From an optimization exercise on the open Yosys and OpenROAD flow, aimed at small area; shortcuts taken in it are not production practice. The RTL was checked by simulation tests, not by an equivalence proof against the original design. Power figures rest on the tool's default switching activity, not on a simulated workload. The clock port is modelled as an ideal driver; clocking choices that lean on that would not hold on a real chip.

==> flow/design.v <==
package trli_pkg;
  localparam int unsigned HOUR_W = 5;
  localparam int unsigned MIN_W  = 6;
  localparam int unsigned LVL_W  = 8;
  localparam int unsigned NCH    = 4;
endpackage
module timed_rgbw_light_interpolator_top #(
  parameter int unsigned SLOTS = 16
) (
  input  logic        clk_i,
  input  logic        rst_ni,
  input  logic        in_valid_i,
  output logic        in_ready_o,
  input  logic        op_i,
  input  logic [3:0]  entry_index_i,
  input  logic        entry_valid_i,
  input  logic [4:0]  entry_hour_i,
  input  logic [5:0]  entry_minute_i,
  input  logic [7:0]  entry_red_i,
  input  logic [7:0]  entry_green_i,
  input  logic [7:0]  entry_blue_i,
  input  logic [7:0]  entry_white_i,
  input  logic [31:0] now_unix_i,
  input  logic [4:0]  now_hour_i,
  input  logic [5:0]  now_minute_i,
  output logic        out_valid_o,
  input  logic        out_ready_i,
  output logic        active_o,
  output logic [7:0]  level_red_o,
  output logic [7:0]  level_green_o,
  output logic [7:0]  level_blue_o,
  output logic [7:0]  level_white_o
);
  typedef enum logic [3:0] {
    S_IDLE,
    S_SCANW,    
    S_SCAN,     
    S_SCANE,    
    S_SCAN2W,   
    S_SCAN2,    
    S_TP,       
    S_CHK,      
    S_ADVW,     
    S_ADVS,     
    S_XF,       
    S_CAP,      
    S_DIV,      
    S_RST,      
    S_FIN
  } state_e;
  state_e state_q, state_d;
  logic [3:0]        pos_q;
  logic [15:0][43:0] mem_q;
  logic [43:0]       head, wdata, pwr;
  logic              init_q, wr, load_take;
  logic              h_valid;
  logic [4:0]        h_hour;
  logic [5:0]        h_min;
  logic [10:0]       h_hm, now_hm;
  assign head    = mem_q[0];
  assign h_valid = head[43];
  assign h_hour  = head[42:38];
  assign h_min   = head[37:32];
  assign h_hm    = head[42:32];
  assign now_hm  = {now_hour_i, now_minute_i};
  always_comb begin
    pwr = '0;
    if (pos_q == 4'd0) pwr[43] = 1'b1;
    if (pos_q == 4'd1) pwr = {1'b1, 5'd12, 6'd0, 32'hFFFF_FFFF};
  end
  assign wdata = init_q ? pwr
                        : {entry_valid_i, entry_hour_i, entry_minute_i,
                           entry_white_i, entry_blue_i, entry_green_i, entry_red_i};
  assign load_take = (state_q == S_IDLE) && !init_q && in_valid_i && !op_i &&
                     (pos_q == entry_index_i);
  assign wr = init_q || load_take;
  always_ff @(posedge clk_i) begin
    mem_q <= {(wr ? wdata : head), mem_q[15:1]};
  end
  always_ff @(posedge clk_i or negedge rst_ni) begin
    if (!rst_ni) pos_q <= '0;
    else         pos_q <= pos_q + 1'b1;
  end
  logic [31:0] a_q, b_q;           
  logic [34:0] r_q;                
  logic [7:0]  q_q;                
  logic [7:0]  p_q, n_q;           
  logic [3:0]  prev_q, next_q;
  logic [31:0] lvl_q;
  logic        oval_q, pend_q, empty_q;
  logic        found_q, hprev_q, walk_q, stop_q, wprev_q, pin_q;
  logic        adjn_q, adjp_q, advd_q, tgt_q, gt_q, den0_q, eneg_q;
  logic        gotp_q, gotn_q;
  logic [2:0]  step_q, ph_q;
  logic [1:0]  ch_q;
  logic later, eq_now, same;
  assign later  = h_hm > now_hm;
  assign eq_now = h_hm == now_hm;
  assign same   = h_hm == {p_q[4:0], n_q[5:0]};
  typedef enum logic [2:0] {X_0, X_R, X_R1, X_R6, X_P, X_N} xsel_e;
  typedef enum logic [3:0] {Y_0, Y_A, Y_B, Y_U, Y_R2, Y_P, Y_N, Y_Q, Y_HN, Y_MN, Y_DAY} ysel_e;
  xsel_e       xsel;
  ysel_e       ysel;
  logic        inv, cin;
  logic [34:0] xop, yop, yx, sum;
  logic        cout;
  always_comb begin
    unique case (xsel)
      X_R:     xop = r_q;
      X_R1:    xop = {r_q[33:0], 1'b0};
      X_R6:    xop = {r_q[28:0], 6'd0};
      X_P:     xop = {27'd0, p_q};
      X_N:     xop = {27'd0, n_q};
      default: xop = '0;
    endcase
    unique case (ysel)
      Y_A:     yop = {3'b000, a_q};
      Y_B:     yop = {3'b000, b_q};
      Y_U:     yop = {3'b000, now_unix_i};
      Y_R2:    yop = {r_q[32:0], 2'd0};
      Y_P:     yop = {27'd0, p_q};
      Y_N:     yop = {27'd0, n_q};
      Y_Q:     yop = {27'd0, q_q};
      Y_HN:    yop = {30'd0, now_hour_i};
      Y_MN:    yop = {29'd0, now_minute_i};
      Y_DAY:   yop = 35'd1440;
      default: yop = '0;
    endcase
  end
  assign yx = yop ^ {35{inv}};
  assign {cout, sum} = {1'b0, xop} + {1'b0, yx} + {35'd0, cin};
  logic e_bit;
  assign e_bit = n_q[3'd7 - step_q];
  logic [7:0] h_lvl;
  always_comb begin
    unique case (ch_q)
      2'd0:    h_lvl = head[7:0];
      2'd1:    h_lvl = head[15:8];
      2'd2:    h_lvl = head[23:16];
      default: h_lvl = head[31:24];
    endcase
  end
  logic tick_go;
  assign tick_go    = (state_q == S_IDLE) && in_valid_i && op_i && !oval_q;
  assign in_ready_o = load_take || (state_q == S_FIN);
  logic wr_a, wr_b;
  always_comb begin
    xsel = X_0;
    ysel = Y_0;
    inv  = 1'b0;
    cin  = 1'b0;
    wr_a = 1'b0;
    wr_b = 1'b0;
    unique case (state_q)
      S_TP: begin
        unique case (step_q)
          3'd0: begin ysel = Y_P; end
          3'd1: begin xsel = X_R; ysel = Y_HN; inv = 1'b1; cin = 1'b1; end
          3'd2, 3'd6: begin xsel = X_R6; ysel = Y_R2; inv = 1'b1; cin = 1'b1; end
          3'd3: begin xsel = X_R; ysel = Y_N; end
          3'd4: begin xsel = X_R; ysel = Y_MN; inv = 1'b1; cin = 1'b1; end
          3'd5: begin
            xsel = X_R;
            ysel = (tgt_q ? adjp_q : adjn_q) ? Y_DAY : Y_0;
            inv  = tgt_q;
            cin  = tgt_q;
          end
          default: begin
            xsel = X_R; ysel = Y_U;
            wr_a = tgt_q;
            wr_b = !tgt_q;
          end
        endcase
      end
      S_CHK: begin
        if (step_q == 3'd0) begin ysel = Y_B; end
        else begin xsel = X_R; ysel = Y_U; inv = 1'b1; cin = 1'b1; end
      end
      S_ADVW: begin ysel = Y_B; wr_a = 1'b1; end
      S_XF: begin
        unique case (step_q)
          3'd0: begin ysel = Y_U; end
          3'd1: begin xsel = X_R; ysel = Y_A; inv = 1'b1; cin = 1'b1; wr_a = 1'b1; end
          3'd2: begin ysel = Y_B; end
          3'd3: begin xsel = X_R; ysel = Y_U; inv = 1'b1; cin = 1'b1; end
          3'd4: begin xsel = X_R; ysel = Y_A; wr_b = 1'b1; end
          3'd5: begin ysel = Y_B; end
          3'd6: begin xsel = X_R; ysel = Y_A; inv = 1'b1; cin = 1'b1; end
          default: begin ysel = Y_B; inv = 1'b1; cin = 1'b1; end    
        endcase
      end
      S_DIV: begin
        unique case (ph_q)
          3'd0: begin xsel = X_N; ysel = Y_P; inv = 1'b1; cin = 1'b1; end
          3'd1: begin xsel = X_P; ysel = Y_N; inv = 1'b1; cin = 1'b1; end
          3'd2: begin
            xsel = (step_q == 3'd0) ? X_0 : X_R1;
            ysel = !e_bit ? Y_0 : (gt_q ? Y_B : Y_A);
          end
          3'd3, 3'd4: begin
            xsel = X_R; ysel = Y_B; inv = !r_q[34]; cin = !r_q[34];
          end
          3'd5: begin xsel = X_R; ysel = r_q[34] ? Y_B : Y_0; end    
          3'd6: begin xsel = X_R1; ysel = Y_B; inv = 1'b1; cin = !eneg_q; end
          default: begin
            xsel = X_P;
            ysel = den0_q ? Y_0 : Y_Q;
            inv  = !den0_q && eneg_q;
            cin  = !den0_q && eneg_q;
          end
        endcase
      end
      S_RST: begin
        unique case (step_q)
          3'd0: begin ysel = Y_B; end
          3'd1: begin xsel = X_R; ysel = Y_A; inv = 1'b1; cin = 1'b1; end
          3'd2: begin xsel = X_R; ysel = Y_U; wr_b = 1'b1; end
          3'd3: begin ysel = Y_U; end
          default: begin xsel = X_R; ysel = Y_A; inv = 1'b1; cin = 1'b1; wr_a = 1'b1; end
        endcase
      end
      default: ;
    endcase
  end
  always_comb begin
    state_d = state_q;
    unique case (state_q)
      S_IDLE: begin
        if (tick_go) begin
          if (pend_q)       state_d = S_SCANW;
          else if (empty_q) state_d = S_FIN;
          else              state_d = S_CHK;
        end
      end
      S_SCANW:  if (pos_q == 4'd15) state_d = S_SCAN;
      S_SCAN:   if (pos_q == 4'd15) state_d = S_SCANE;
      S_SCANE: begin
        if (found_q)      state_d = S_TP;
        else if (hprev_q) state_d = S_SCAN2W;
        else              state_d = S_FIN;
      end
      S_SCAN2W: if (pos_q == 4'd15) state_d = S_SCAN2;
      S_SCAN2:  if (h_valid) state_d = S_TP;
      S_TP: begin
        if (step_q == 3'd7) begin
          if (!tgt_q && !advd_q) state_d = S_TP;       
          else if (advd_q)       state_d = S_XF;
          else                   state_d = S_CHK;
        end
      end
      S_CHK:  if (step_q == 3'd1) state_d = (!cout && !advd_q) ? S_ADVW : S_XF;
      S_ADVW: if (pos_q == next_q) state_d = S_ADVS;
      S_ADVS: if (h_valid) state_d = S_TP;
      S_XF:   if (step_q == 3'd7) state_d = S_CAP;
      S_CAP:  if ((gotp_q || pos_q == prev_q) && (gotn_q || pos_q == next_q)) state_d = S_DIV;
      S_DIV:  if (ph_q == 3'd7) state_d = (ch_q == 2'd3) ? S_RST : S_CAP;
      S_RST:  if (step_q == 3'd4) state_d = S_FIN;
      S_FIN:  state_d = S_IDLE;
      default: state_d = S_IDLE;
    endcase
  end
  always_ff @(posedge clk_i or negedge rst_ni) begin
    if (!rst_ni) begin
      state_q <= S_IDLE;
      init_q  <= 1'b1;
      pend_q  <= 1'b1;
      oval_q  <= 1'b0;
    end else begin
      state_q <= state_d;
      if (init_q && pos_q == 4'd15) init_q <= 1'b0;
      if (load_take) pend_q <= 1'b1;
      else if (tick_go) pend_q <= 1'b0;
      if (state_q == S_FIN) oval_q <= 1'b1;
      else if (out_ready_i) oval_q <= 1'b0;
    end
  end
  always_ff @(posedge clk_i) begin
    r_q <= sum;
    if (wr_a) a_q <= sum[31:0];
    if (wr_b) b_q <= sum[31:0];
    unique case (state_q)
      S_IDLE: begin
        found_q <= 1'b0;
        hprev_q <= 1'b0;
        walk_q  <= 1'b0;
        stop_q  <= 1'b0;
        wprev_q <= 1'b0;
        pin_q   <= 1'b0;
        advd_q  <= 1'b0;
        tgt_q   <= 1'b0;
        step_q  <= 3'd0;
      end
      S_SCAN: begin
        if (h_valid) begin
          if (!found_q) begin
            if (later) begin
              found_q <= 1'b1;
              next_q  <= pos_q;
              p_q     <= {3'b000, h_hour};
              n_q     <= {2'b00, h_min};
              adjn_q  <= 1'b0;
              walk_q  <= !hprev_q;
            end else begin
              prev_q  <= pos_q;
              hprev_q <= 1'b1;
              lvl_q[10:0] <= h_hm;
              adjp_q  <= 1'b0;
            end
          end else if (walk_q && !stop_q) begin
            if (same) begin
              stop_q <= 1'b1;
            end else begin
              prev_q  <= pos_q;
              wprev_q <= 1'b1;
              lvl_q[10:0] <= h_hm;
              adjp_q  <= later;
            end
          end
        end
      end
      S_SCANE: begin
        if (found_q) begin
          empty_q <= 1'b0;
          if (walk_q && !wprev_q) begin
            prev_q <= next_q;
            pin_q  <= 1'b1;
            adjp_q <= 1'b1;
          end
        end else if (!hprev_q) begin
          empty_q <= 1'b1;
        end
      end
      S_SCAN2: begin
        if (h_valid) begin
          next_q  <= pos_q;
          empty_q <= 1'b0;
          p_q     <= {3'b000, h_hour};
          n_q     <= {2'b00, h_min};
          adjn_q  <= !later && !eq_now;
        end
      end
      S_TP: begin
        step_q <= step_q + 3'd1;
        if (step_q == 3'd7) begin
          tgt_q <= !tgt_q;
          if (!pin_q) begin
            p_q <= {3'b000, lvl_q[10:6]};
            n_q <= {2'b00, lvl_q[5:0]};
          end
        end
      end
      S_CHK: begin
        tgt_q  <= 1'b0;
        step_q <= step_q + 3'd1;
        if (step_q == 3'd1) begin
          step_q <= 3'd0;
          if (!cout && !advd_q) advd_q <= 1'b1;
        end
      end
      S_ADVW: begin
        if (pos_q == next_q) prev_q <= next_q;
      end
      S_ADVS: begin
        if (h_valid) begin
          next_q <= pos_q;
          p_q    <= {3'b000, h_hour};
          n_q    <= {2'b00, h_min};
          adjn_q <= !later && !eq_now;
        end
      end
      S_XF: begin
        step_q <= step_q + 3'd1;
        if (step_q == 3'd6) gt_q <= !cout;
        if (step_q == 3'd7) begin
          den0_q <= cout;
          ch_q   <= 2'd0;
          ph_q   <= 3'd0;
          gotp_q <= 1'b0;
          gotn_q <= 1'b0;
        end
      end
      S_CAP: begin
        if (pos_q == prev_q) begin p_q <= h_lvl; gotp_q <= 1'b1; end
        if (pos_q == next_q) begin n_q <= h_lvl; gotn_q <= 1'b1; end
      end
      S_DIV: begin
        unique case (ph_q)
          3'd0: begin
            if (cout) begin
              n_q    <= sum[7:0];
              eneg_q <= 1'b0;
              ph_q   <= 3'd2;
            end else begin
              ph_q   <= 3'd1;
            end
          end
          3'd1: begin
            n_q    <= sum[7:0];
            eneg_q <= 1'b1;
            ph_q   <= 3'd2;
          end
          3'd2: begin
            q_q  <= (step_q == 3'd0) ? 8'd0 : {q_q[6:0], 1'b0};
            ph_q <= 3'd3;
          end
          3'd3: begin
            q_q  <= r_q[34] ? q_q - 8'd1 : q_q + 8'd1;
            ph_q <= 3'd4;
          end
          3'd4: begin
            q_q <= r_q[34] ? q_q - 8'd1 : q_q + 8'd1;
            if (step_q == 3'd7) ph_q <= 3'd5;
            else begin
              ph_q   <= 3'd2;
              step_q <= step_q + 3'd1;
            end
          end
          3'd5: begin
            if (r_q[34]) q_q <= q_q - 8'd1;
            ph_q <= 3'd6;
          end
          3'd6: begin
            if (cout) q_q <= q_q + 8'd1;
            ph_q <= 3'd7;
          end
          default: begin
            unique case (ch_q)
              2'd0: lvl_q[7:0]   <= sum[7:0];
              2'd1: lvl_q[15:8]  <= sum[7:0];
              2'd2: lvl_q[23:16] <= sum[7:0];
              default: lvl_q[31:24] <= sum[7:0];
            endcase
            ch_q   <= ch_q + 2'd1;
            ph_q   <= 3'd0;
            step_q <= 3'd0;
            gotp_q <= 1'b0;
            gotn_q <= 1'b0;
          end
        endcase
      end
      S_RST: begin
        step_q <= step_q + 3'd1;
      end
      S_FIN: begin
        if (empty_q) lvl_q <= {4{sum[7:0]}};
      end
      default: ;
    endcase
  end
  assign out_valid_o   = oval_q;
  assign active_o      = !empty_q;
  assign level_red_o   = lvl_q[7:0];
  assign level_green_o = lvl_q[15:8];
  assign level_blue_o  = lvl_q[23:16];
  assign level_white_o = lvl_q[31:24];
endmodule
==> flow/flow/run.sh <==
#!/bin/bash
# Own layout flow: the standard flow (standard.sh, unchanged synthesis,
# floorplan, power grid and tap cells), with these changes:
#   * ports are buffered with the smallest buffer (buf_1) instead of the default;
#   * clock tree synthesis without dummy loads and with sink clusters of up
#     to 24 flip-flops within 150 um.
# Each tool's full output stays in orfs/logs/; make's own output goes to
# flow_make.log in this folder.
set -euo pipefail
cd "$(dirname "$0")/.."
bash standard.sh \
  BUFFER_PORTS_ARGS="-buffer_cell sky130_fd_sc_hd__buf_1" \
  CTS_ARGS="-sink_clustering_enable -repair_clock_nets -dont_use_dummy_load -sink_clustering_size 24 -sink_clustering_max_diameter 150" \
  finish > flow_make.log 2>&1
==> flow/standard.sh <==
#!/bin/bash
# synth_recipe.tcl (not shown) runs the flow's synth.tcl, then flattens the netlist and writes it again
# the make line also repeats each setting of config.mk as NAME=value (left out here)
make -C /OpenROAD-flow-scripts/flow DESIGN_CONFIG=/design/flow/config.mk WORK_HOME=/design/flow/orfs CLKGATE_MAP_FILE= SYNTH_SCRIPT=/design/flow/synth_recipe.tcl "${@:-finish}"
==> flow/config.mk <==
export PLATFORM = sky130hd
export DESIGN_NAME = timed_rgbw_light_interpolator_top
export DESIGN_NICKNAME = timed_rgbw_light_interpolator_top
export VERILOG_FILES = /design/flow/design.v
export SDC_FILE = /design/flow/constraint.sdc
export NUM_CORES = 4
export LEC_CHECK = 0
export CAP_MARGIN = 20
export CORE_MARGIN = 2
export CORE_UTILIZATION = 45
export PLACE_DENSITY = 0.6
export SLEW_MARGIN = 20
==> flow/constraint.sdc <==
create_clock -name core_clock -period 12.0 [get_ports {clk_i}]
set_input_delay 2.4000 -clock core_clock [delete_from_list [all_inputs] [get_ports {clk_i}]]
set_output_delay 2.4000 -clock core_clock [all_outputs]
set_load 0.01 [all_outputs]
==> run summary, run 1 <==
- Synthesized net count: 2409
- Ys Warns: 1
- Cells after Synth: 2251
- Commonest cells in the netlist: dfxtp_1 (739), nand2_1 (158), edfxtp_1 (152)
- Global-route wire length before repair: approximately 98000 um
- Fmax: 135.3 MHz
- Gpl congestion: around 0.87
- Layout net count: 2508
- Antenna violations before repair: 1
- Core Box Area: 61710 um^2
- Max Slew Vio Count: 0
- 1st-iter DRT viols: 1564
- Path type of the worst setup path: reg2reg
- FF-to-FF path depth: 18
- Post-synth ARST share: 1.220%
- CTS tree: yes
- WL final: roughly 64000 um
- Max Cap Viol: 0
- Full die area: 64370 um^2
- PortBufs: 130
- Worst Skew: between 50 and 60 ps
- Leakage power: 0.01189 uW
- Min-delay worst type: reg2reg
- H-tree levels: 2
- # DRC: 0
- Share of cells above drive strength 1: 4.472%
- Root Buffer: clkbuf_16
- Mean Syn Cell Area: 12.47 um^2
- Routed WL per cell: 20.20 um
- Yosys top cell by area: dfxtp_1
- Final period utilization: 61.58%
- Die Y: around 250 um
- Synth-to-layout area growth: 8.663%
- Kind of end point of the critical path: flip-flop
- EDFF count, synth: approximately 150
- Mapped Area: around 28000 um^2
- Sequential fraction of the synthesis area: 69.98%
- Fin crit period: 7389 ps
- Top cells by area, synth: dfxtp_1 (53%), edfxtp_1 (16%), ha_1 (2.7%), o21ai_0 (2.2%), a222oi_1 (2.2%)
- Drt via density: 5.345
- Vias in the first global route: 16727
- WP data required: 12210 ps
- Chip Width: 253.7 um
- Finish-stage setup viols: 0
- Peak supply drop: 128.6 uV
- Status: timing/DRC/antenna clean
- RSZ-0062 raised after global routing: no
- Clk buf depth: 3
- Initial Util: a little under half
- Largest net degree at the start of global routing: 50
- PwrDens: 150.2 nW/um^2
- Top-count cell post-synth: dfxtp_1
- Worst reg2reg path startpoint: step_q[2]
- Clock latency (worst-skew pair): 610 ps
- GR Overflow Total: 0
- Io pins: 131
- Worst Hold Launch: mem_q[72]
- Final Hold Vio Count: 0
- CTS resizes: 0
- Distinct cells, synth: 87
- Clock slew at reported path FFs: 120 ps
- Total Neg Setup Slack: 0 ps
- Seq cells post-synth: between 900 and 1000
- Cts bufs inserted: 43
- Predominant post-synthesis flop cell: dfxtp_1
- Placed Instances: 3141
- DR vias: 17033
- R2R Path End: q_q[7]
- Rows: 91
- GRT Total Usage: 19.90%
- Maximum fanout along the worst path: 25
- Clock Sinks: 902
- Drt pass-1 iters: 10
- Hold Buf Count CTS: 0
- Setup Fix Bufs, Post-CTS: 0
- Rel. slew slack: 27.36%
- Hold path cells: 0
- Startpoint types: flip-flop
- Critical path arrival: 7600 ps
- Hpwl dp: between 40000 and 50000 um
- Hold Path Sink: mem_q[28]
- Yosys top cell area share: 52.72%
- Worst R2R Setup Slack: approximately 4600 ps
- Number of nets with antenna violations after routing: 0
- Slew @ Worst Pin: 1087 ps
- Non-Filler Instances: 3187
==> metrics by stage <==
| stage | hold slack [ps] | util [%] | instance area, um^2 | power, uW | worst slack [ps] |
|---|---|---|---|---|---|
| finish | 287.0 | 49.41 | 30490 | 4581 | 4611 |
| global route | 296.4 | 49.41 | 30490 | 4743 | 3937 |
| CTS | 292.2 | 49.36 | 30460 | 4638 | 4254 |
| detailed placement | 312.1 | 47.62 | 29380 | 3152 | 4316 |
| global placement | 309.6 | 47.61 | 29380 | 3152 | 4581 |
| floorplan | 309.6 | - | 28060 | 3136 | 5931 |
==> routing by layer <==
metal	GRT usage (%)	part of all wire, %	up-vias	routed length [um]
li1	-	-	8115	-
met5	0	0	-	0
met4	7.294	3.2	0	2050
met2	32.04	46	504	29450
met1	27.32	46	8297	29400
met3	2.950	5.4	117	3478
==> cell usage in the layout, fill, tap and decap left out, drive strengths merged, types with 35 or more instances in the layout <==
master,instances
nor2,135
buf,154
o21ai,127
dfxtp,739
a222oi,61
ha,60
clkbuf,43
nand3,42
a21oi,92
edfxtp,152
nand2,158
inv,77
nor3,38
xor2,61
o21a,41
xnor2,35
==> worst max-delay path, cell delays in order, from the launching register on <==
cell,delay (ps)
edfxtp_1,640
clkinv_1,330
ha_1,450
nor3_1,240
o2111a_1,270
nand3_1,780
nor3_2,560
buf_4,410
a222oi_1,190
xor2_1,180
ha_1,390
nand4_1,170
nor4_1,360
o2111ai_1,220
a31oi_1,300
o41ai_1,170
o21ai_1,610
nand2b_1,110
a21oi_1,600
==> cells by family after synthesis <==
logic type                 after synthesis  share of synthesized area (%)
and+or+nand+nor                        506                          8.703
DFF                                    902                          69.98
xor gates and xnor gates                96                          2.996
muxes                                   36                          1.404
adders and majority gates               62                          2.818
buffers and inverters                  179                          2.622
AOI/OAI and AO/OA                      470                          11.48
==> worst max-delay path by stage <==
stage | endpoint | cells after the start | startpoint
final | q_q[7] | 18 | step_q[2]
after global routing | q_q[6] | 18 | step_q[2]
after CTS | q_q[7] | 19 | step_q[2]
after detailed placement | q_q[7] | 19 | step_q[2]
after global placement | q_q[5] | 19 | step_q[2]
after floorplan | in_ready_o | 6 | entry_index_i[3]
==> area by class of cell <==
class / instances / area (um^2)
fill: 5546 / 31220
sequential: 902 / 19640
multi-input combinational: 1170 / 7751
clock buffer: 43 / 1076
tap: 837 / 1047
timing repair buffer: 154 / 680.7
inverter: 79 / 296.5
antenna: 2 / 5.005
==> power breakdown <==
| group | switching [uW] | total [uW] | internal [uW] |
|---|---|---|---|
| Sequential | 0.00000000000000692 | 3060 | 3060 |
| Combinational | 11.3 | 20.5 | 9.19 |
| Clock | 858 | 1500 | 642 |
| Total | 869 | 4580 | 3710 |
==> flip-flops by register name, summed over array words and instances, names as in the netlist, 2 cells and up <==
register  cells
ph_q          3
mem_q       704
a_q          32
ch_q          2
r_q          35
state_q       4
b_q          32
step_q        3
n_q           8
pos_q         4
p_q           8
q_q           8
prev_q        4
lvl_q        32
next_q        4
==> run 2, diff against run 1 <==
--- a/flow/design.v
+++ b/flow/design.v
@@ -91,14 +91,19 @@
   logic        found_q, hprev_q, walk_q, stop_q, wprev_q, pin_q;
   logic        adjn_q, adjp_q, advd_q, tgt_q, gt_q, den0_q, eneg_q;
   logic        gotp_q, gotn_q;
-  logic [2:0]  step_q, ph_q;
+  logic [4:0]  step_q;
+  logic [2:0]  ph_q;
   logic [1:0]  ch_q;
   logic later, eq_now, same;
+  logic        eq_hm;
+  logic [10:0] eq_ref;
+  assign eq_ref = (state_q == S_SCAN) ? {p_q[4:0], n_q[5:0]} : now_hm;
+  assign eq_hm  = h_hm == eq_ref;
   assign later  = h_hm > now_hm;
-  assign eq_now = h_hm == now_hm;
-  assign same   = h_hm == {p_q[4:0], n_q[5:0]};
-  typedef enum logic [2:0] {X_0, X_R, X_R1, X_R6, X_P, X_N} xsel_e;
-  typedef enum logic [3:0] {Y_0, Y_A, Y_B, Y_U, Y_R2, Y_P, Y_N, Y_Q, Y_HN, Y_MN, Y_DAY} ysel_e;
+  assign eq_now = eq_hm;
+  assign same   = eq_hm;
+  typedef enum logic [2:0] {X_0, X_R, X_R1, X_P, X_N} xsel_e;
+  typedef enum logic [3:0] {Y_0, Y_A, Y_B, Y_U, Y_P, Y_N, Y_Q, Y_HN, Y_MN, Y_DAY} ysel_e;
   xsel_e       xsel;
   ysel_e       ysel;
   logic        inv, cin;
@@ -108,7 +113,6 @@
     unique case (xsel)
       X_R:     xop = r_q;
       X_R1:    xop = {r_q[33:0], 1'b0};
-      X_R6:    xop = {r_q[28:0], 6'd0};
       X_P:     xop = {27'd0, p_q};
       X_N:     xop = {27'd0, n_q};
       default: xop = '0;
@@ -117,7 +121,6 @@
       Y_A:     yop = {3'b000, a_q};
       Y_B:     yop = {3'b000, b_q};
       Y_U:     yop = {3'b000, now_unix_i};
-      Y_R2:    yop = {r_q[32:0], 2'd0};
       Y_P:     yop = {27'd0, p_q};
       Y_N:     yop = {27'd0, n_q};
       Y_Q:     yop = {27'd0, q_q};
@@ -130,7 +133,7 @@
   assign yx = yop ^ {35{inv}};
   assign {cout, sum} = {1'b0, xop} + {1'b0, yx} + {35'd0, cin};
   logic e_bit;
-  assign e_bit = n_q[3'd7 - step_q];
+  assign e_bit = n_q[3'd7 - step_q[2:0]];
   logic [7:0] h_lvl;
   always_comb begin
     unique case (ch_q)
@@ -154,26 +157,34 @@
     unique case (state_q)
       S_TP: begin
         unique case (step_q)
-          3'd0: begin ysel = Y_P; end
-          3'd1: begin xsel = X_R; ysel = Y_HN; inv = 1'b1; cin = 1'b1; end
-          3'd2, 3'd6: begin xsel = X_R6; ysel = Y_R2; inv = 1'b1; cin = 1'b1; end
-          3'd3: begin xsel = X_R; ysel = Y_N; end
-          3'd4: begin xsel = X_R; ysel = Y_MN; inv = 1'b1; cin = 1'b1; end
-          3'd5: begin
+          5'd0: begin ysel = Y_P; end
+          5'd1: begin xsel = X_R; ysel = Y_HN; inv = 1'b1; cin = 1'b1; end
+          5'd2, 5'd13: begin
+            xsel = X_R;
+            wr_a = tgt_q;
+            wr_b = !tgt_q;
+          end
+          5'd7, 5'd18: begin
+            xsel = X_R; ysel = tgt_q ? Y_A : Y_B; inv = 1'b1; cin = 1'b1;
+          end
+          5'd10: begin xsel = X_R; ysel = Y_N; end
+          5'd11: begin xsel = X_R; ysel = Y_MN; inv = 1'b1; cin = 1'b1; end
+          5'd12: begin
             xsel = X_R;
             ysel = (tgt_q ? adjp_q : adjn_q) ? Y_DAY : Y_0;
             inv  = tgt_q;
             cin  = tgt_q;
           end
-          default: begin
+          5'd21: begin
             xsel = X_R; ysel = Y_U;
             wr_a = tgt_q;
             wr_b = !tgt_q;
           end
+          default: xsel = X_R1;    
         endcase
       end
       S_CHK: begin
-        if (step_q == 3'd0) begin ysel = Y_B; end
+        if (step_q == 5'd0) begin ysel = Y_B; end
         else begin xsel = X_R; ysel = Y_U; inv = 1'b1; cin = 1'b1; end
       end
       S_ADVW: begin ysel = Y_B; wr_a = 1'b1; end
@@ -242,7 +253,7 @@
       S_SCAN2W: if (pos_q == 4'd15) state_d = S_SCAN2;
       S_SCAN2:  if (h_valid) state_d = S_TP;
       S_TP: begin
-        if (step_q == 3'd7) begin
+        if (step_q == 5'd21) begin
           if (!tgt_q && !advd_q) state_d = S_TP;       
           else if (advd_q)       state_d = S_XF;
           else                   state_d = S_CHK;
@@ -340,8 +351,9 @@
         end
       end
       S_TP: begin
-        step_q <= step_q + 3'd1;
-        if (step_q == 3'd7) begin
+        step_q <= step_q + 5'd1;
+        if (step_q == 5'd21) begin
+          step_q <= 5'd0;
           tgt_q <= !tgt_q;
           if (!pin_q) begin
             p_q <= {3'b000, lvl_q[10:6]};
@@ -372,6 +384,7 @@
         step_q <= step_q + 3'd1;
         if (step_q == 3'd6) gt_q <= !cout;
         if (step_q == 3'd7) begin
+          step_q <= 5'd0;
           den0_q <= cout;
           ch_q   <= 2'd0;
           ph_q   <= 3'd0;
==> run summary, run 2 <==
- Power share of the sequential group: 45.9% (-21 points)
- Path type of the worst setup path: reg2reg
- Full die area: 63790 um^2 (-0.90%)
- Gpl congestion: 0.9188 (+5.4%)
- Clock Sinks: 904 (+0.22%)
- Seq cells post-synth: 904 (+0.22%)
- Clk buf depth: 3 (unchanged)
- Final period utilization: 61.04% (-0.54 points)
- Root Buffer: clkbuf_16
- Io pins: 131 (unchanged)
- Initial Util: 45.31% (-0.16 points)
- Hpwl dp: 41040 um (-8.6%)
- Design Power: 8368 uW (+83%)
- Largest regs: mem_q: 704 flops, r_q: 35 flops
- Met3 wire length: 2958 um (-15%)
- Maximum fanout along the worst path: 30 (+20%)
- Cts bufs inserted: 43 (unchanged)
- Startpoint types: flip-flop
- Top cells by area, synth: dfxtp_1 (53%), edfxtp_1 (17%), ha_1 (2.6%), nor2_1 (2.6%), xnor2_1 (2.3%)
- Fin crit period: 7325 ps (-64.50 ps)
- Routed WL per cell: 19.18 um (-5.1%)
- Setup Fix Bufs, Post-CTS: 0 (unchanged)
- Hold Buf Count CTS: 0 (unchanged)
- Largest Register: mem_q
- EDFF count, synth: 154 (+1.3%)
- Top-count cell post-synth: dfxtp_1
- Mean Syn Cell Area: 12.87 um^2 (+3.3%)
- Non-Filler Instances: 3055 (-4.1%)
- Post-synth ARST share: 1.217% (-0.0027 points)
- H-tree levels: 2 (unchanged)
- # DRC: 0 (unchanged)
- Share of cells above drive strength 1: 4.638% (+0.17 points)
- Rows: 91 (unchanged)
- Synthesized net count: 2316 (-3.9%)
- Max Slew Vio Count: 0 (unchanged)
- Highest routed layer: met4
- Switching share of power: 36.10% (+17 points)
- Min-delay worst type: reg2reg
- Global-route wire length before repair: 88900 um (-9.1%)
- Fmax: 136.5 MHz (+0.88%)
- Met1 Wirelength: 26880 um (-8.6%)
- DR vias: 15990 (-6.1%)
- CTS tree: yes
- Met2 Routed Length: 26960 um (-8.4%)
- 1st-iter DRT viols: 1504 (-3.8%)
- P_sw: 3021 uW (+250%)
- Total Neg Setup Slack: 0 ps (unchanged)
- Antenna violations before repair: 1 (unchanged)
- PwrDens: 277.3 nW/um^2 (+85%)
- Rel. slew slack: 30.57% (+3.2 points)
- WL final: 58580 um (-9.0%)
- WP data required: 12220 ps (about the same)
- Distinct cells, synth: 89 (+2.3%)
- Leakage power: 0.01164 uW (-2.1%)
- Number of nets with antenna violations after routing: 0 (unchanged)
- Vias in the first global route: 15499 (-7.3%)
- Largest net degree at the start of global routing: 50 (unchanged)
- Max reg flops: 704 (unchanged)
- Status: timing/DRC/antenna clean
- Combinational share of power: 36.2% (+36 points)
- Die Y: 252.6 um (-0.45%)
- CP startpoint: state_q[2]
- Drt pass-1 iters: 7 (-3)
- Ys Warns: 1 (unchanged)
- Yosys top cell by area: dfxtp_1
- Max Cap Viol: 0 (unchanged)
- Critical path arrival: 7550 ps (-50 ps)
- # fillers: 5385 (-2.9%)
- Most frequent cells in the layout: dfxtp_1 (739), nor2_1 (190), edfxtp_1 (154)
- RSZ-0062 raised after global routing: no
- Layout net count: 2422 (-3.4%)
- PortBufs: 130 (unchanged)
- Mapped Area: 27810 um^2 (-0.91%)
- Most common cell after layout, fill and taps aside: dfxtp_1
- Kind of end point of the critical path: flip-flop
- Chip Width: 252.6 um (-0.45%)
- Slew @ Worst Pin: 1042 ps (-45.03 ps)
- Yosys top cell area share: 53.21% (+0.49 points)
- Clock power frac: 17.9% (-15 points)
- GR Overflow Total: 0 (unchanged)
- Peak supply drop: 211.5 uV (+64%)
- Placed Instances: 3011 (-4.1%)
- Finish-stage setup viols: 0 (unchanged)
- Clock slew at reported path FFs: 100 ps (-20 ps)
- Worst Skew: 30.59 ps (-23.57 ps)
- Synth-to-layout area growth: 8.518%
- Core Box Area: 61370 um^2 (-0.55%)
- Commonest cells in the netlist: dfxtp_1 (739), nor2_1 (191), edfxtp_1 (154)
- Cell Int Power: 5347 uW (+44%)
- Clock latency (worst-skew pair): 600 ps (about the same)
- Worst reg2reg path startpoint: state_q[2]
- Predominant post-synthesis flop cell: dfxtp_1
- CTS resizes: 0 (unchanged)
- Sequential fraction of the synthesis area: 70.84% (+0.86 points)
- Drt via density: 5.234 (-2.1%)
- Worst Hold Launch: mem_q[489]
- GRT Total Usage: 18.12% (-1.8 points)
- Cells after Synth: 2160 (-4.0%)
- Final Hold Vio Count: 0 (unchanged)
## run 2: cell types whose count changed in the layout (fill, tap and decap cells not counted), sizes merged, moves of 17 or more
cell    previous run  this run
a21oi             92       109
a222oi            61        30
a22o               3        31
inv               77        52
nand2            158        93
nor2             135       192
o21a              41         9
o21ai            127        87
o22a               2        35
xnor2             35        72
xor2              61        31
## run 2: area by class of cell
type	count	area [um^2]	share of cell area, %
repair buffers	156	683.2	2.264
clock buffers	43	1076	3.566
inverters	52	195.2	0.6469
diodes	1	2.502	0.008293
flip-flops and latches	904	19700	65.28
multi-input cells	1109	7532	24.96
well taps	790	988.4	3.276
## run 2: metal layers
metal / GRT usage, % / vias up
met5: 0 / -
li1: - / 7765
met4: 6.103 / 0
met3: 2.884 / 91
met2: 29.35 / 377
met1: 24.78 / 7757
## run 2: cell families after synthesis
| family | after synthesis | share of synthesized area, % |
|---|---|---|
| DFF | 904 | 70.84 |
| muxes | 38 | 1.489 |
| xor gates and xnor gates | 103 | 3.244 |
| adders and majority gates | 60 | 2.754 |
| and+or+nand+nor | 463 | 8.140 |
| buffers and inverters | 147 | 2.214 |
| AOI/OAI and AO/OA | 445 | 11.32 |
## run 2: final timing paths
path,slack (ps),end,cells past startpoint
max in group asynchronous,9640,state_q[1],1
worst min-delay path,310,mem_q[445],0
worst max-delay path,4680,q_q[5],21
worst min register to register,310,mem_q[445],0
worst max register to register,4680,q_q[5],21
min in group asynchronous,1850,oval_q,1
## run 2: power by group through the flow
stage               clock, uW  sequential, uW  combinational, uW
finish                   1500            3840               3030
global route             1660            3860               3310
CTS                      1560            3830               3010
detailed placement          0            3900               2990
global placement            0            3900               2950
floorplan                   0            3790               2180
## run 2: worst max-delay path, cell delays in order, from the launching register on
cell and delay, ps:
dfrtp_1 920, nand3b_1 710, nor2_1 250, buf_4 240
o21ai_0 150, o311ai_1 310, nor3_1 100, buf_4 200
nor4b_4 140, buf_4 260, a222oi_1 420, xnor2_1 110
ha_1 420, nand2_1 80, or3_1 330, or4b_4 550
a31oi_4 260, a211oi_2 130, o311ai_4 490, nor2b_1 190
o21ai_1 70, a21oi_1 600
## run 2: per-stage QoR
step | util, % | setup slack, ps | cell area [um^2] | hold WS (ps)
2_1_floorplan | - | 5881 | 27810 | 309.6
5_1_grt | 49.17 | 4140 | 30170 | 309.0
6_report | 49.17 | 4675 | 30170 | 307.8
3_3_place_gp | 47.37 | 4916 | 29070 | 309.5
4_1_cts | 49.13 | 4749 | 30150 | 307.4
3_5_place_dp | 47.37 | 4785 | 29070 | 312.1
==> run 3, diff against run 2 <==
==> flow/flow/run.sh (replaced) <==
#!/bin/bash
# Own layout flow: the standard flow (standard.sh, unchanged synthesis,
# floorplan, power grid and tap cells), with these changes:
#   * ports are buffered with the smallest buffer (buf_1) instead of the default;
#   * clock tree synthesis without dummy loads and with sink clusters of up
#     to 40 flip-flops within 90 um.
# Each tool's full output stays in orfs/logs/; make's own output goes to
# flow_make.log in this folder.
set -euo pipefail
cd "$(dirname "$0")/.."
bash standard.sh \
  BUFFER_PORTS_ARGS="-buffer_cell sky130_fd_sc_hd__buf_1" \
  CTS_ARGS="-sink_clustering_enable -repair_clock_nets -dont_use_dummy_load -sink_clustering_size 40 -sink_clustering_max_diameter 90" \
  finish > flow_make.log 2>&1
==> run summary, run 3 <==
- Status: timing/DRC/antenna clean
- Core Box Area: 61370 um^2 (unchanged)
- Setup Fix Bufs, Post-CTS: 0 (unchanged)
- Largest Register: mem_q
- Hold Buf Count CTS: 0 (unchanged)
- Cts bufs inserted: 35 (-19%)
- Antenna violations before repair: 1 (unchanged)
- GR Overflow Total: 0 (unchanged)
- Finish-stage setup viols: 0 (unchanged)
- DR vias: 15924 (-0.41%)
- Worst Skew: 83.21 ps (+52.62 ps)
- Fin crit period: 7358 ps (+33.12 ps)
- Ys Warns: 1 (unchanged)
- Vias in the first global route: 15391 (-0.70%)
- Top-count cell post-synth: dfxtp_1
- Critical path arrival: 7520 ps (-30 ps)
- Worst R2R Setup Slack: 4640 ps (-30 ps)
- Path type of the worst setup path: reg2reg
- Most frequent cells in the layout: dfxtp_1 (739), nor2_1 (190), edfxtp_1 (154)
- Max Slew Vio Count: 0 (unchanged)
- Peak supply drop: 207.9 uV (-1.7%)
- Final Hold Vio Count: 0 (unchanged)
- Clock latency (worst-skew pair): 600 ps (about the same)
- Mean Syn Cell Area: 12.87 um^2 (unchanged)
- Design Power: 8224 uW (-1.7%)
- Max Cap Viol: 0 (unchanged)
- Share of cells above drive strength 1: 4.300% (-0.34 points)
- Cells after Synth: 2160 (unchanged)
- Distinct cells, synth: 89 (unchanged)
- Full die area: 63790 um^2 (unchanged)
- Startpoint types: flip-flop
- Total Neg Setup Slack: 0 ps (unchanged)
- Met3 wire length: 2878 um (-2.7%)
- Post-synth ARST share: 1.217% (unchanged)
- Root Buffer: clkbuf_16
- CTS resizes: 0 (unchanged)
- Predominant post-synthesis flop cell: dfxtp_1
- Synth-to-layout area growth: 7.758%
- Commonest cells in the netlist: dfxtp_1 (739), nor2_1 (191), edfxtp_1 (154)
- Max reg flops: 704 (unchanged)
- RSZ-0062 raised after global routing: no
- Maximum fanout along the worst path: 30 (unchanged)
- Top cells by area, synth: dfxtp_1 (53%), edfxtp_1 (17%), ha_1 (2.6%), nor2_1 (2.6%), xnor2_1 (2.3%)
- GRT Total Usage: 18.04% (-0.080 points)
- Hold slack: 280.2 ps (-27.69 ps)
- Most common cell after layout, fill and taps aside: dfxtp_1
- # DRC: 0 (unchanged)
- 1st-iter DRT viols: 1438 (-4.4%)
- Synthesized net count: 2316 (unchanged)
- Clock slew at reported path FFs: 130 ps (+30 ps)
- Routed WL per cell: 19.11 um (-0.37%)
- Met2 Routed Length: 26820 um (-0.53%)
- Io pins: 131 (unchanged)
- Non-Filler Instances: 3047 (-0.26%)
- Yosys top cell area share: 53.21% (unchanged)
- Die Y: 252.6 um (unchanged)
- Clock Sinks: 904 (unchanged)
- Largest net degree at the start of global routing: 50 (unchanged)
- Fmax: 135.9 MHz (-0.45%)
- EDFF count, synth: 154 (unchanged)
- Slew @ Worst Pin: 1122 ps (+80.71 ps)
- H-tree levels: 2 (unchanged)
- Hpwl dp: 41040 um (unchanged)
- Rows: 91 (unchanged)
- Leakage power: 0.01154 uW (-0.85%)
- CTS tree: yes
- PwrDens: 274.5 nW/um^2 (-1.0%)
- Clk buf depth: 3 (unchanged)
- Global-route wire length before repair: 88410 um (-0.55%)
- Placed Instances: 3011 (unchanged)
- Sequential fraction of the synthesis area: 70.84% (unchanged)
- Chip Width: 252.6 um (unchanged)
- Number of nets with antenna violations after routing: 0 (unchanged)
- Highest routed layer: met4
- Met1 Wirelength: 26870 um (about the same)
- WL final: 58210 um (-0.63%)
- Seq cells post-synth: 904 (unchanged)
- Gpl congestion: 0.9188 (unchanged)
- Yosys top cell by area: dfxtp_1
- Drt via density: 5.226 (-0.15%)
- Mapped Area: 27810 um^2 (unchanged)
- Initial Util: 45.31% (unchanged)
- Final period utilization: 61.31% (+0.28 points)
- Min-delay worst type: reg2reg
- WP data required: 12160 ps (-60 ps)
- PortBufs: 130 (unchanged)
- Kind of end point of the critical path: flip-flop
- Drt pass-1 iters: 7 (unchanged)
- Rel. slew slack: 25.18% (-5.4 points)
- Largest regs: mem_q: 704 flops, r_q: 35 flops
- Layout net count: 2414 (-0.33%)
-- run 3: cell counts after synthesis --
Identical to the previous run, type by type.
-- run 3: area by class of cell --
type	count	area (um^2)
multi-input cells	1109	7521
flip-flops and latches	904	19700
clock buffers	35	875.8
well taps	790	988.4
repair buffers	156	683.2
fillers	5414	31410
diodes	1	2.502
inverters	52	195.2
-- run 3: path summary, 6_finish.rpt --
check	from	end	cells after the start
setup reg to reg	state_q[2]	q_q[0]	22
min in group asynchronous	rst_ni	pos_q[1]	1
max in group asynchronous	rst_ni	state_q[2]	1
hold reg to reg	mem_q[104]	mem_q[60]	0
setup / recovery	state_q[2]	q_q[0]	22
hold / removal	mem_q[104]	mem_q[60]	0
-- run 3: per-stage QoR --
step,area [um^2],util [%],setup WS [ps]
2_1_floorplan,27810,-,5881
3_3_place_gp,29070,47.37,4916
3_5_place_dp,29070,47.37,4785
4_1_cts,29950,48.80,4698
5_1_grt,29960,48.82,4096
6_report,29960,48.82,4642
-- run 3: critical path, cell delays in order (launching register included) --
cell	delay (ps)
dfrtp_1	900
nand3b_1	710
nor2_1	260
buf_4	240
o21ai_0	150
o311ai_1	310
nor3_1	100
buf_4	200
nor4b_4	140
buf_4	260
a22oi_1	240
o211ai_1	150
xor2_1	160
ha_1	370
o21ai_0	130
o21ai_0	330
or4b_4	530
a31oi_4	260
a211oi_2	130
o311ai_4	500
nor2b_1	190
o21ai_1	70
a21oi_1	590
-- run 3: routing by layer --
| metal | track usage, % | up-vias |
|---|---|---|
| li1 | - | 7743 |
| met1 | 24.83 | 7721 |
| met2 | 29.27 | 381 |
| met3 | 2.822 | 79 |
| met4 | 5.630 | 0 |
| met5 | 0 | - |
-- run 3: logic make-up (layout without fill, tap and decap cells) --
logic type / after synthesis / count (layout) / share of synthesized area, %
buffers and inverters: 147 / 243 / 2.214
XOR/XNOR: 103 / 103 / 3.244
multiplexers: 38 / 38 / 1.489
adder cells (fa/ha/maj): 60 / 60 / 2.754
other: 0 / 1 / 0
AO/OA/AOI/OAI: 445 / 445 / 11.32
AND/OR/NAND/NOR: 463 / 463 / 8.140
flip-flops: 904 / 904 / 70.84
-- run 3: where the power goes --
group,switching [uW],internal (uW)
registers,193,3650
clock network,831,530
logic,1960,1060
total,2990,5240
==> run 4, diff against run 3 <==
==> flow/flow/run.sh (replaced) <==
#!/bin/bash
# Own layout flow: the standard flow (standard.sh, unchanged synthesis,
# floorplan, power grid and tap cells), with these changes:
#   * ports are buffered with the smallest buffer (buf_1) instead of the default;
#   * clock tree synthesis without dummy loads and with sink clusters of up
#     to 30 flip-flops within 100 um.
# Each tool's full output stays in orfs/logs/; make's own output goes to
# flow_make.log in this folder.
set -euo pipefail
cd "$(dirname "$0")/.."
bash standard.sh \
  BUFFER_PORTS_ARGS="-buffer_cell sky130_fd_sc_hd__buf_1" \
  CTS_ARGS="-sink_clustering_enable -repair_clock_nets -dont_use_dummy_load -sink_clustering_size 30 -sink_clustering_max_diameter 100" \
  finish > flow_make.log 2>&1
--- a/flow/config.mk
+++ b/flow/config.mk
@@ -8,5 +8,6 @@
 export CAP_MARGIN = 20
 export CORE_MARGIN = 2
 export CORE_UTILIZATION = 45
+export GPL_TIMING_DRIVEN = 0
 export PLACE_DENSITY = 0.6
 export SLEW_MARGIN = 20
==> run summary, run 4 <==
- Hold path cells: 0 (unchanged)
- Ys Warns: 1 (unchanged)
- Share of cells above drive strength 1: 4.633% (+0.33 points)
- Most common cell after layout, fill and taps aside: dfxtp_1
- Clock Sinks: 904 (unchanged)
- Largest regs: mem_q: 704 flops, r_q: 35 flops
- Max reg flops: 704 (unchanged)
- Largest net degree at the start of global routing: 31 (-38%)
- DR vias: 16408 (+3.0%)
- # DRC: 0 (unchanged)
- Total Neg Setup Slack: 0 ps (unchanged)
- GR Overflow Total: 0 (unchanged)
- CTS tree: yes
- Setup Fix Bufs, Post-CTS: 0 (unchanged)
- PortBufs: 130 (unchanged)
- Core Box Area: 61370 um^2 (unchanged)
- Slew @ Worst Pin: 1105 ps (-17.15 ps)
- Post-synth ARST share: 1.217% (unchanged)
- Root Buffer: clkbuf_16
- Io pins: 131 (unchanged)
- Design Power: 8370 uW (+1.8%)
- WL final: 59860 um (+2.8%)
- Mean Syn Cell Area: 12.87 um^2 (unchanged)
- Cells after Synth: 2160 (unchanged)
- Sequential fraction of the synthesis area: 70.84% (unchanged)
- Worst Skew: 89.95 ps (+6.747 ps)
- Power share of the sequential group: 45.3% (-1.4 points)
- Clock power frac: 17.0% (+0.5 points)
- Synth-to-layout area growth: 9.094%
- Kind of end point of the critical path: flip-flop
- Cell Int Power: 5294 uW (+1.1%)
- Critical path arrival: 7680 ps (+160 ps)
- Leakage power: 0.01169 uW (+1.3%)
- Vias in the first global route: 15995 (+3.9%)
- Maximum fanout along the worst path: 10 (-67%)
- Number of nets with antenna violations after routing: 0 (unchanged)
- Rows: 91 (unchanged)
- Finish-stage setup viols: 0 (unchanged)
- 1st-iter DRT viols: 1175 (-18%)
- Clk buf depth: 3 (unchanged)
- Min-delay worst type: reg2reg
- H-tree levels: 2 (unchanged)
- WP data required: 12160 ps (about the same)
- Rel. slew slack: 25.80% (+0.61 points)
- Cts bufs inserted: 38 (+8.6%)
- Switching share of power: 36.75% (+0.41 points)
- Largest Register: mem_q
- Startpoint types: flip-flop
- Mapped Area: 27810 um^2 (unchanged)
- CTS resizes: 0 (unchanged)
- FF-to-FF path depth: 20 (-9.1%)
- Peak supply drop: 169.0 uV (-19%)
- Full die area: 63790 um^2 (unchanged)
- PwrDens: 275.9 nW/um^2 (+0.53%)
- Combinational share of power: 37.8% (+1.0 points)
- Seq cells post-synth: 904 (unchanged)
- Hold Buf Count CTS: 0 (unchanged)
- Yosys top cell area share: 53.21% (unchanged)
- Chip Width: 252.6 um (unchanged)
- Initial Util: 45.31% (unchanged)
- Antenna violations before repair: 1 (unchanged)
- EDFF count, synth: 154 (unchanged)
- Top-count cell post-synth: dfxtp_1
- Clock latency (worst-skew pair): 610 ps (about the same)
- Drt pass-1 iters: 7 (unchanged)
- Yosys top cell by area: dfxtp_1
- Layout net count: 2489 (+3.1%)
- Top cells by area, synth: dfxtp_1 (53%), edfxtp_1 (17%), ha_1 (2.6%), nor2_1 (2.6%), xnor2_1 (2.3%)
- RSZ-0062 raised after global routing: no
- P_sw: 3075 uW (+2.9%)
- Clock slew at reported path FFs: 110 ps (-20 ps)
- Final Hold Vio Count: 0 (unchanged)
- Drt via density: 5.256 (+0.56%)
- Commonest cells in the netlist: dfxtp_1 (739), nor2_1 (191), edfxtp_1 (154)
- Max Slew Vio Count: 0 (unchanged)
- Path type of the worst setup path: reg2reg
- Placed Instances: 3082 (+2.4%)
- Most frequent cells in the layout: dfxtp_1 (739), nor2_1 (191), edfxtp_1 (154)
- Fin crit period: 7520 ps (+162.0 ps)
- Die Y: 252.6 um (unchanged)
- GRT Total Usage: 18.53% (+0.50 points)
- Gpl congestion: 0.8918 (-2.9%)
- Final period utilization: 62.66% (+1.3 points)
- Status: timing/DRC/antenna clean
- Hpwl dp: 43690 um (+6.5%)
- Synthesized net count: 2316 (unchanged)
- Distinct cells, synth: 89 (unchanged)
- Max Cap Viol: 0 (unchanged)
- Predominant post-synthesis flop cell: dfxtp_1
- Global-route wire length before repair: 90670 um (+2.6%)
- Routed WL per cell: 19.17 um (+0.35%)
- Fmax: 133.0 MHz (-2.2%)
- Non-Filler Instances: 3122 (+2.5%)
run 4: cell type report:
| type | instances | area [um^2] |
|---|---|---|
| timing repair buffer | 133 | 548.0 |
| multi-input combinational | 1109 | 7532 |
| sequential | 904 | 19700 |
| tap | 790 | 988.4 |
| clock buffer | 38 | 950.9 |
| inverter | 52 | 195.2 |
| antenna | 1 | 2.502 |
| fill | 5408 | 31040 |
| buffer | 95 | 420.4 |
run 4: per-layer routing:
metal / vias up / routed length [um] / track usage, %
li1: 7911 / - / -
met1: 7979 / 27110 / 24.66
met2: 405 / 27880 / 30.55
met3: 113 / 2659 / 2.822
met4: 0 / 2205 / 7.101
met5: - / 0 / 0
run 4: worst max-delay path, stage by stage, from the launching register on:
cell and delay (ps):
edfxtp_1 560, inv_1 150, ha_1 350, nor3b_1 90
nor4_1 550, o21ai_0 220, nand4b_1 150, a21oi_1 180
nor2_1 800, clkbuf_1 560, a22o_1 250, ha_1 200
nand2_1 100, or3_1 370, or4b_4 550, a31oi_4 260
a211oi_2 140, o311ai_4 580, nor2b_1 200, o21ai_1 70
a21oi_1 720
run 4: through the flow:
stage,instance area (um^2),util [%],hold WS [ps],setup WS (ps)
floorplan,27810,-,309.6,5881
CTS,30320,49.40,279.8,4486
global placement,29280,47.71,309.6,4617
global route,30330,49.43,275.4,4032
finish,30330,49.43,278.4,4480
detailed placement,29370,47.85,312.1,4613
run 4: logic make-up (layout without fill, tap and decap cells):
logic type	after synthesis	after routing	synth area share, %
AO/OA/AOI/OAI	445	445	11.32
XOR/XNOR	103	103	3.244
adder cells (fa/ha/maj)	60	60	2.754
buffers and inverters	147	318	2.214
flip-flops	904	904	70.84
multiplexers	38	38	1.489
other	0	1	0
AND/OR/NAND/NOR	463	463	8.140
run 4: final timing paths:
kind                            startpoint         end  slack (ps)
min in group asynchronous           rst_ni    pos_q[2]        1800
max in group asynchronous           rst_ni  state_q[3]        9730
worst min-delay path            mem_q[625]  mem_q[581]         280
worst min register to register  mem_q[625]  mem_q[581]         280
worst max register to register   step_q[0]      q_q[0]        4480
worst max-delay path             step_q[0]      q_q[0]        4480
run 4: power by group through the flow:
stage	Sequential [uW]	Combinational [uW]	Clock, uW
floorplan	3790	2180	0
global placement	3850	3030	0
detailed placement	3860	3130	0
CTS	3790	3150	1470
global route	3810	3460	1570
finish	3790	3160	1420
==> run 5, diff against run 4 <==
--- a/flow/config.mk
+++ b/flow/config.mk
@@ -8,6 +8,5 @@
 export CAP_MARGIN = 20
 export CORE_MARGIN = 2
 export CORE_UTILIZATION = 45
-export GPL_TIMING_DRIVEN = 0
 export PLACE_DENSITY = 0.6
 export SLEW_MARGIN = 20
==> run summary, run 5 <==
- Largest regs: mem_q: 704 flops, r_q: 35 flops
- Core Box Area: 61370 um^2 (unchanged)
- Mean Syn Cell Area: 12.87 um^2 (unchanged)
- Global-route wire length before repair: 88780 um (-2.1%)
- RSZ-0062 raised after global routing: no
- Hold Buf Count CTS: 0 (unchanged)
- Largest net degree at the start of global routing: 50 (+61%)
- Drt pass-1 iters: 6 (-1)
- Drt via density: 5.236 (-0.37%)
- # fillers: 5406 (-0.037%)
- WP data required: 12210 ps (+50 ps)
- Cts bufs inserted: 39 (+2.6%)
- Distinct cells, synth: 89 (unchanged)
- Number of nets with antenna violations after routing: 0 (unchanged)
- Root Buffer: clkbuf_16
- Chip Width: 252.6 um (unchanged)
- GR Overflow Total: 0 (unchanged)
- Die Y: 252.6 um (unchanged)
- Area of the multi-input gates: 7521 um^2 (-0.15%)
- DR vias: 15976 (-2.6%)
- PortBufs: 130 (unchanged)
- Clock slew at reported path FFs: 110 ps (about the same)
- Design Power: 8291 uW (-0.94%)
- Path type of the worst setup path: reg2reg
- Sequential fraction of the synthesis area: 70.84% (unchanged)
- Largest Register: mem_q
- Worst Skew: 56.55 ps (-33.41 ps)
- Predominant post-synthesis flop cell: dfxtp_1
- Rel. slew slack: 26.40% (+0.60 points)
- Full die area: 63790 um^2 (unchanged)
- GRT Total Usage: 18.08% (-0.45 points)
- Leakage power: 0.01159 uW (-0.89%)
- Most common cell after layout, fill and taps aside: dfxtp_1
- Max Slew Vio Count: 0 (unchanged)
- Share of cells above drive strength 1: 4.469% (-0.16 points)
- Seq cells post-synth: 904 (unchanged)
- Clock latency (worst-skew pair): 590 ps (-20 ps)
- Kind of end point of the critical path: flip-flop
- Final Hold Vio Count: 0 (unchanged)
- Cells after Synth: 2160 (unchanged)
- Layout net count: 2418 (-2.9%)
- Setup Fix Bufs, Post-CTS: 0 (unchanged)
- PwrDens: 275.8 nW/um^2 (about the same)
- Fin crit period: 7339 ps (-181.2 ps)
- WL final: 58250 um (-2.7%)
- Initial Util: 45.31% (unchanged)
- Finish-stage setup viols: 0 (unchanged)
- Io pins: 131 (unchanged)
- Max Cap Viol: 0 (unchanged)
- Hpwl dp: 41040 um (-6.1%)
- Commonest cells in the netlist: dfxtp_1 (739), nor2_1 (191), edfxtp_1 (154)
- Yosys top cell area share: 53.21% (unchanged)
- Startpoint types: flip-flop
- Rows: 91 (unchanged)
- 1st-iter DRT viols: 1256 (+6.9%)
- Final period utilization: 61.15% (-1.5 points)
- CTS resizes: 0 (unchanged)
- Vias in the first global route: 15528 (-2.9%)
- Total Neg Setup Slack: 0 ps (unchanged)
- Final Cell Area: 30060 um^2 (-0.90%)
- # DRC: 0 (unchanged)
- Synth-to-layout area growth: 8.118%
- Synthesized net count: 2316 (unchanged)
- Slew @ Worst Pin: 1104 ps (-1.021 ps)
- Post-synth ARST share: 1.217% (unchanged)
- Max reg flops: 704 (unchanged)
- Most frequent cells in the layout: dfxtp_1 (739), nor2_1 (190), edfxtp_1 (154)
- Clock Sinks: 904 (unchanged)
- Peak supply drop: 209.2 uV (+24%)
- Min-delay worst type: reg2reg
- Mapped Area: 27810 um^2 (unchanged)
- Clk buf depth: 3 (unchanged)
- Routed WL per cell: 19.09 um (-0.42%)
- Fmax: 136.3 MHz (+2.5%)
- Post-Place Cell Area: 29070 um^2 (-1.0%)
- EDFF count, synth: 154 (unchanged)
- Yosys top cell by area: dfxtp_1
- Maximum fanout along the worst path: 30 (+20)
- Top cells by area, synth: dfxtp_1 (53%), edfxtp_1 (17%), ha_1 (2.6%), nor2_1 (2.6%), xnor2_1 (2.3%)
- Gpl congestion: 0.9188 (+3.0%)
- Status: timing/DRC/antenna clean
- CTS tree: yes
- Ys Warns: 1 (unchanged)
- H-tree levels: 2 (unchanged)
- Antenna violations before repair: 1 (unchanged)
- Top-count cell post-synth: dfxtp_1
- Critical path arrival: 7550 ps (-130 ps)
- FF+latch area: 19700 um^2 (unchanged)
==> run 5: changes by cell type in the layout (fill, tap and decap cells not counted), moves of 2 or more <==
cell	before	now
a221o_2	2	0
buf_1	139	130
buf_4	6	26
a221o_1	13	15
buf_16	2	0
clkbuf_1	57	0
buf_2	22	0
buf_6	2	0
==> run 5: logic make-up (layout without fill, tap and decap cells) <==
kind of cell	after synthesis	count (layout)	share of synthesized area [%]
xor gates and xnor gates	103	103	3.244
muxes	38	38	1.489
adders and majority gates	60	60	2.754
and+or+nand+nor	463	463	8.140
other	0	1	0
DFF	904	904	70.84
AOI/OAI and AO/OA	445	445	11.32
buffers and inverters	147	247	2.214
==> run 5: layout make-up <==
| type | instances | share of cell area [%] |
|---|---|---|
| Sequential cell | 904 | 65.52 |
| Multi-Input combinational cell | 1109 | 25.02 |
| Tap cell | 790 | 3.288 |
| Clock buffer | 39 | 3.246 |
| Timing Repair Buffer | 156 | 2.272 |
| Inverter | 52 | 0.6493 |
| Antenna cell | 1 | 0.008324 |
==> run 5: report_power, final <==
| group | switching (uW) | internal, uW |
|---|---|---|
| Sequential | 192 | 3650 |
| Combinational | 1960 | 1060 |
| Clock | 845 | 586 |
| Total | 3000 | 5290 |
==> run 5: per-layer routing <==
| metal | global-route usage [%] | wire length, um | vias up |
|---|---|---|---|
| met2 | 29.41 | 27000 | 390 |
| li1 | - | - | 7764 |
| met3 | 2.791 | 2956 | 82 |
| met1 | 24.73 | 26470 | 7740 |
| met5 | 0 | 0 | - |
| met4 | 5.968 | 1820 | 0 |
==> run 5: through the flow <==
step / std cells / utilization [%] / setup slack (ps) / hold slack (ps)
2_1_floorplan: 2160 / - / 5881 / 309.6
3_3_place_gp: 3011 / 47.37 / 4916 / 309.5
3_5_place_dp: 3011 / 47.37 / 4785 / 312.1
4_1_cts: 3050 / 48.96 / 4709 / 258.6
5_1_grt: 3051 / 48.99 / 4091 / 260.3
6_report: 3051 / 48.99 / 4661 / 259.0
==> run 5: worst max-delay path, stage by stage, from the launching register on <==
cell and delay [ps]:
dfrtp_1 910, nand3b_1 710, nor2_1 260, buf_4 240
o21ai_0 140, o311ai_1 310, nor3_1 100, buf_4 200
nor4b_4 140, buf_4 260, a22oi_1 230, o211ai_1 140
xor2_1 160, ha_1 370, o21ai_0 130, o21ai_0 330
or4b_4 530, a31oi_4 260, a211oi_2 130, o311ai_4 490
nor2b_1 190, o21ai_1 70, a21oi_1 600
==> run 5: final timing paths <==
path	startpoint	endpoint	slack, ps	cells past startpoint
setup / recovery	state_q[2]	q_q[6]	4660	22
hold / removal	mem_q[620]	mem_q[576]	260	0
max in group asynchronous	rst_ni	state_q[1]	9630	1
hold reg to reg	mem_q[620]	mem_q[576]	260	0
setup reg to reg	state_q[2]	q_q[6]	4660	22
min in group asynchronous	rst_ni	oval_q	1850	1
==> run 6, diff against run 5 <==
--- a/flow/config.mk
+++ b/flow/config.mk
@@ -7,6 +7,6 @@
 export LEC_CHECK = 0
 export CAP_MARGIN = 20
 export CORE_MARGIN = 2
-export CORE_UTILIZATION = 45
-export PLACE_DENSITY = 0.6
+export CORE_UTILIZATION = 60
+export PLACE_DENSITY = 0.75
 export SLEW_MARGIN = 20
==> run summary, run 6 <==
- Synth-to-layout area growth: 6.939%
- Max Cap Viol: 0 (unchanged)
- Layout net count: 2412 (-0.25%)
- Rows: 78 (-14%)
- Cts bufs inserted: 36 (-7.7%)
- Vias in the first global route: 15689 (+1.0%)
- FF+latch area: 19700 um^2 (unchanged)
- Final core utilization: 65.24% (+16 points)
- # DRC: 0 (unchanged)
- Total Neg Setup Slack: 0 ps (unchanged)
- Clock slew at reported path FFs: 120 ps (about the same)
- Hold slack: 299.1 ps (+40.08 ps)
- Number of nets with antenna violations after routing: 0 (unchanged)
- Kind of end point of the critical path: flip-flop
- Hpwl dp: 39770 um (-3.1%)
- Finish-stage setup viols: 0 (unchanged)
- 1st-iter DRT viols: 1761 (+40%)
- CTS tree: yes
- Fin crit period: 8310 ps (+971.4 ps)
- Fmax: 120.3 MHz (-12%)
- P_sw: 2951 uW (-1.7%)
- Final Cell Area: 29730 um^2 (-1.1%)
- Share of cells above drive strength 1: 4.170% (-0.30 points)
- FF-to-FF path depth: 21 (-4.5%)
- Distinct cells, synth: 89 (unchanged)
- Hold Buf Count CTS: 0 (unchanged)
- PwrDens: 275.8 nW/um^2 (about the same)
- Clk buf depth: 3 (unchanged)
- Worst Hold Launch: mem_q[401]
- Worst Path Buf+Inv: 2 (-1)
- Full die area: 48080 um^2 (-25%)
- Clock power frac: 16.7% (-0.6 points)
- Cell Int Power: 5250 uW (-0.77%)
- Io pins: 131 (unchanged)
- Routed WL per cell: 20.17 um (+5.6%)
- H-tree levels: 2 (unchanged)
- GR Overflow Total: 0 (unchanged)
- Hold path cells: 0 (unchanged)
- Combinational share of power: 36.4% (about the same)
- Most used cell, CP: a21oi_1
- Rel. slew slack: 28.11% (+1.7 points)
- Min-delay worst type: reg2reg
- Core Box Area: 45580 um^2 (-26%)
- Setup Fix Bufs, Post-CTS: 0 (unchanged)
- Yosys top cell by area: dfxtp_1
- GRT Total Usage: 23.93% (+5.8 points)
- Worst reg2reg path startpoint: state_q[2]
- Initial Util: 61.01% (+16 points)
- Antenna violations before repair: 1 (unchanged)
- Area of the multi-input gates: 7517 um^2 (about the same)
- Max Slew Vio Count: 0 (unchanged)
- Largest net degree at the start of global routing: 50 (unchanged)
- Worst R2R Setup Slack: 3690 ps (-970 ps)
- Cells after Synth: 2160 (unchanged)
- CP peak stage delay: 950 ps (+40 ps)
- Top delay family on crit path: simple AND/OR/NAND/NOR gates
- DR vias: 16197 (+1.4%)
- Mapped Area: 27810 um^2 (unchanged)
- Top cells by area, synth: dfxtp_1 (53%), edfxtp_1 (17%), ha_1 (2.6%), nor2_1 (2.6%), xnor2_1 (2.3%)
- Sequential fraction of the synthesis area: 70.84% (unchanged)
- Power share of the sequential group: 46.9% (+0.6 points)
- Predominant post-synthesis flop cell: dfxtp_1
- Largest Register: mem_q
- Synthesized net count: 2316 (unchanged)
- # fillers: 3367 (-38%)
- Switching share of power: 35.98% (-0.21 points)
- Drt pass-1 iters: 6 (unchanged)
- Clock latency (worst-skew pair): 590 ps (about the same)
- PortBufs: 130 (unchanged)
- Final period utilization: 69.25% (+8.1 points)
- Most frequent cells in the layout: dfxtp_1 (739), nor2_1 (190), edfxtp_1 (154)
- Top-count cell post-synth: dfxtp_1
- CTS resizes: 0 (unchanged)
- Post-Place Cell Area: 28800 um^2 (-0.95%)
- Worst Skew: 64.40 ps (+7.854 ps)
- CP Cell Sequence: nand3b_1 -> nor2_1 -> o21ai_0 -> o311ai_1 -> nor3_1 -> buf_4 -> nor3_4 -> buf_8 -> a221o_1 -> a21oi_1 -> xnor2_1 -> ha_1 -> nand2_1 -> or3_1 -> or4b_4 -> a31oi_4 -> a211oi_2 -> o311ai_4 -> nor2b_1 -> o21ai_1 -> a21oi_1
- R2R Path End: q_q[3]
- Commonest cells in the netlist: dfxtp_1 (739), nor2_1 (191), edfxtp_1 (154)
- Gpl congestion: 0.9430 (+2.6%)
- WL final: 57580 um (-1.2%)
- Drt via density: 5.673 (+8.3%)
- WP depth: 21 (-4.5%)
- Path type of the worst setup path: reg2reg
- WP data required: 12230 ps (+20 ps)
- Largest regs: mem_q: 704 flops, r_q: 35 flops
- Hold Path Sink: mem_q[357]
- Max reg flops: 704 (unchanged)
- Critical path arrival: 8540 ps (+990 ps)
- Final Hold Vio Count: 0 (unchanged)
- Slew @ Worst Pin: 1071 ps (-33.43 ps)
- EDFF count, synth: 154 (unchanged)
- RSZ-0062 raised after global routing: no
- Die Y: 219.3 um (-13%)
- Post-synth ARST share: 1.217% (unchanged)
- Mean Syn Cell Area: 12.87 um^2 (unchanged)
- Yosys top cell area share: 53.21% (unchanged)
- Global-route wire length before repair: 87710 um (-1.2%)
- Maximum fanout along the worst path: 27 (-10%)
- Seq cells post-synth: 904 (unchanged)
- Clock Sinks: 904 (unchanged)
- Most common cell after layout, fill and taps aside: dfxtp_1
- Crit-path slowest cell: nor2_1
- Status: timing/DRC/antenna clean
- Root Buffer: clkbuf_16
- Chip Width: 219.3 um (-13%)
- Startpoint types: flip-flop
- Leakage power: 0.01154 uW (-0.43%)
- Peak supply drop: 199.5 uV (-4.7%)
- Ys Warns: 1 (unchanged)
- Design Power: 8201 uW (-1.1%)
[run 6: how the worst max path moves through the flow]
stage,from,end,slack [ps]
floorplan,now_unix_i[6],q_q[0],5880
global placement,state_q[2],q_q[4],3940
detailed placement,state_q[2],q_q[4],3690
CTS,state_q[2],q_q[2],3670
global route,state_q[2],q_q[3],3240
finish,state_q[2],q_q[3],3690
[run 6: cell families (layout without fill, tap and decap cells)]
family	count (synthesis)	after routing	synth area share, %
AOI/OAI and AO/OA	445	445	11.32
other	0	1	0
buffers and inverters	147	241	2.214
adders and majority gates	60	60	2.754
DFF	904	904	70.84
and+or+nand+nor	463	463	8.140
muxes	38	38	1.489
xor gates and xnor gates	103	103	3.244
[run 6: cell type report]
cell class | instances | share of cell area, %
diodes | 1 | 0.008416
clock buffers | 36 | 3.030
inverters | 52 | 0.6564
multi-input cells | 1109 | 25.28
flip-flops and latches | 904 | 66.24
well taps | 600 | 2.525
repair buffers | 153 | 2.260
[run 6: per-layer routing]
metal / part of all wire [%] / up-vias / routed length (um) / GRT usage, %
met5: 0 / - / 0 / 0
li1: - / 7748 / - / -
met1: 44 / 7861 / 25540 / 32.80
met4: 2.8 / 0 / 1604 / 7.793
met2: 47 / 498 / 27300 / 39.23
met3: 5.4 / 90 / 3133 / 3.617
[run 6: per-stage QoR]
step / cells / setup WS, ps
finish: 2855 / 3690
global placement: 2816 / 3941
detailed placement: 2816 / 3689
global route: 2855 / 3242
CTS: 2852 / 3665
floorplan: 2160 / 5881
[run 6: power by group through the flow]
stage | combinational [uW] | sequential, uW | clock [uW]
final | 2990 | 3850 | 1370
after global placement | 2860 | 3900 | 0
after global routing | 3280 | 3870 | 1500
after detailed placement | 2930 | 3910 | 0
after floorplan | 2180 | 3790 | 0
after CTS | 2950 | 3840 | 1400

Check on run 6: ideal ports give 3.690 ns setup slack; a clkbuf_16 on the clock port and buf_2 on the inputs give 3.690 ns; moving port delays by the midpoint clock arrival (0.617 ns) as well gives 3.690 ns.
